Background: an optimization exercise with open tools, aiming at small area, a short achievable clock period and few clock cycles per item. Do not read the settings as production practice. At most, simulation tests tie the RTL to the original design; equivalence was not proved. Power and IR drop assume default switching activity.

## link_reconnect_backoff_controller
module link_reconnect_backoff_controller (
    input  logic                          clk,
    input  logic                          rst_n,
    input  logic                          cfg_wr_en,
    input  logic [lrb_pkg::CFG_IDX_W-1:0] cfg_index,
    input  logic [lrb_pkg::MS_W-1:0]      cfg_wr_data,
    input  logic                          items_valid,
    output logic                          items_ready,
    input  logic [2:0]                    items_mode,
    input  logic [lrb_pkg::TIME_W-1:0]    items_now_ms,
    input  logic                          items_link_up,
    input  logic                          items_have_credentials,
    input  logic                          items_scan_busy,
    output logic                          results_valid,
    input  logic                          results_ready,
    output logic                          results_cmd_connect,
    output logic                          results_cmd_disconnect,
    output logic                          results_notify_up,
    output logic                          results_notify_down,
    output logic                          results_attempt_active,
    output logic [lrb_pkg::TIME_W-1:0]    results_event_epoch,
    output logic [lrb_pkg::MS_W-1:0]      results_current_backoff_ms
);
    lrb_pkg::lrb_cfg_t  cfg;
    lrb_pkg::lrb_item_t s1_item_reg;
    logic        s1_valid_reg;
    logic        out_valid_reg;
    logic        advance;
    logic        settle_zero;
    logic        rr_reg, att_reg, rp_reg, wu_reg, ntv_reg;
    logic [30:0] bo_reg;
    logic [31:0] tm_reg;
    logic [31:0] ep_reg;
  ...
For scale: ~1,500 cells after synthesis, about 270 flip-flops, roughly 150 I/O pins, roughly 16,000 um2 of cells after synthesis.
export LEC_CHECK = 0
export CAP_MARGIN = 20
export CORE_MARGIN = 2
export CORE_UTILIZATION = 40
export CTS_BUF_LIST = sky130_fd_sc_hd__clkbuf_8
export CTS_CLUSTER_SIZE = 30
export SETUP_SLACK_MARGIN = 3
export SLEW_MARGIN = 20
create_clock -name core_clock -period 7.5 [get_ports {clk}]
standard.sh (not shown) runs the stock make flow with config.mk's settings and CLKGATE_MAP_FILE= SYNTH_SCRIPT=/design/flow/synth_recipe.tcl, a recipe that flattens the netlist after the stock synthesis.
==> flow/flow/run.sh <==
#!/bin/bash
# The standard layout, with the smallest plain buffer as the port buffer (every port is
# still buffered; the standard flow picks a delay cell, and the footprint-matched resizing
# then keeps that footprint).
set -euo pipefail
export BUFFER_PORTS_ARGS="-buffer_cell sky130_fd_sc_hd__buf_1"
bash standard.sh > standard.log 2>&1
Testbench counts at the start, summed over its fixed seeds: cycles 12,016, items 12,000.
Next try:
==> flow/run.sh (new file) <==
#!/bin/bash
# synth_recipe.tcl (not shown) runs the flow's synth.tcl, then flattens the netlist and writes it again
# the make line also repeats each setting of config.mk as NAME=value (left out here)
make -C /OpenROAD-flow-scripts/flow DESIGN_CONFIG=/design/flow/config.mk WORK_HOME=/design/flow/orfs CLKGATE_MAP_FILE= SYNTH_SCRIPT=/design/flow/synth_recipe.tcl finish
--- a/flow/config.mk
+++ b/flow/config.mk
@@ -10,5 +10,3 @@
 export CORE_UTILIZATION = 40
-export CTS_BUF_LIST = sky130_fd_sc_hd__clkbuf_8
-export CTS_CLUSTER_SIZE = 30
-export SETUP_SLACK_MARGIN = 3
+export SETUP_SLACK_MARGIN = 2
 export SLEW_MARGIN = 20
removed: flow/flow/run.sh
removed: flow/standard.sh
Result: The changed run produced a clean layout. Count of clock-buffer cells in the layout came out lower by 14. Combinational power stays flat. Design area came out higher by 1.9%. Clock power came out higher by about 5%. Worst setup slack loses 0.56 ns. Register-to-register slack loses 0.56 ns. Non-clock buffer count came out lower by 32. Fmax came out lower by 11%. Sequential power barely changes. Wire length came out lower by 2.4%. Critical path depth came out lower by 3.

* * *

Another version of the RTL of link_reconnect_backoff_controller (not shown whole).
For scale: roughly 1,600 cells after synthesis, about 270 flip-flops, ~150 I/O pins.
==> flow/config.mk <==
export PLATFORM = sky130hd
export DESIGN_NAME = link_reconnect_backoff_controller
export DESIGN_NICKNAME = link_reconnect_backoff_controller
export VERILOG_FILES = /design/flow/design.v
export SDC_FILE = /design/flow/constraint.sdc
export NUM_CORES = 4
export LEC_CHECK = 0
export CAP_MARGIN = 20
export CORE_MARGIN = 2
export CORE_UTILIZATION = 40
export CTS_CLUSTER_DIAMETER = 200
export CTS_CLUSTER_SIZE = 20
export SETUP_SLACK_MARGIN = 3.5
export SLEW_MARGIN = 20
==> flow/constraint.sdc <==
create_clock -name core_clock -period 7.5 [get_ports {clk}]
set_input_delay 1.5000 -clock core_clock [delete_from_list [all_inputs] [get_ports {clk}]]
set_output_delay 1.5000 -clock core_clock [all_outputs]
set_load 0.01 [all_outputs]
==> flow/flow/run.sh <==
#!/bin/bash
# The standard layout, with two changes:
# - the smallest plain buffer as the port buffer (every port is still buffered; the
#   standard flow picks a delay cell, and the footprint-matched resizing keeps it);
# - no separate half/full adder extraction before ABC maps the logic (the same
#   synthesis otherwise, so the same registers with the same names and cells).
set -euo pipefail
export BUFFER_PORTS_ARGS="-buffer_cell sky130_fd_sc_hd__buf_1"
export ADDER_MAP_FILE=
bash standard.sh > standard.log 2>&1
==> next run, changes <==
--- a/flow/config.mk
+++ b/flow/config.mk
@@ -9,6 +9,5 @@
 export CORE_MARGIN = 2
 export CORE_UTILIZATION = 40
-export CTS_CLUSTER_DIAMETER = 200
-export CTS_CLUSTER_SIZE = 20
 export SETUP_SLACK_MARGIN = 3.5
 export SLEW_MARGIN = 20
+export TNS_END_PERCENT = 20
The new run finished clean.
Clock skew fell by 14 ps.
Total power rose by roughly a tenth.
Final cell count rose slightly.
Wire length rose by a few percent.
Design area rose by a few percent.
No run of this note included a check of the RTL's function; only the layout flow was run.

[separate check: timing with driven ports]
Ports are ideal in the flow. The routed layouts listed here were re-timed in OpenROAD. Step 1, drivers: a clkbuf_16 drives clk and a buf_2 each remaining input, both assumed. Step 2 times the ports against the registers' clock, not the clock port: input delays grow and output delays shrink by t, the midpoint of the rising clock arrivals with the driver on. a / b / c = ideal ports / drivers / drivers and shift; a / b = the first two.
run | shift t [ns] | slack for setup (ns) | worst setup path after step 2 | slew at the worst register clock pin (ns) | cell pins on the clock port's net
the first run of note 1 | 0.665 | 2.912 / 2.912 / 2.912 | register to register | 0.07 / 0.07 | 1
the second run of note 1 | 0.595 | 2.355 / 2.355 / 2.355 | register to register | 0.06 / 0.06 | 1
the first run of note 2 | 0.555 | 3.621 / 3.621 / 3.257 | input to register | 0.10 / 0.10 | 1
the second run of note 2 | 0.637 | 3.477 / 3.477 / 3.082 | input to register | 0.06 / 0.06 | 1
After both steps setup and hold are still met in every run listed. The setup slack of the second run of note 2, which loses most, moves by 0.000 ns with the drivers and by -0.395 ns with both steps.
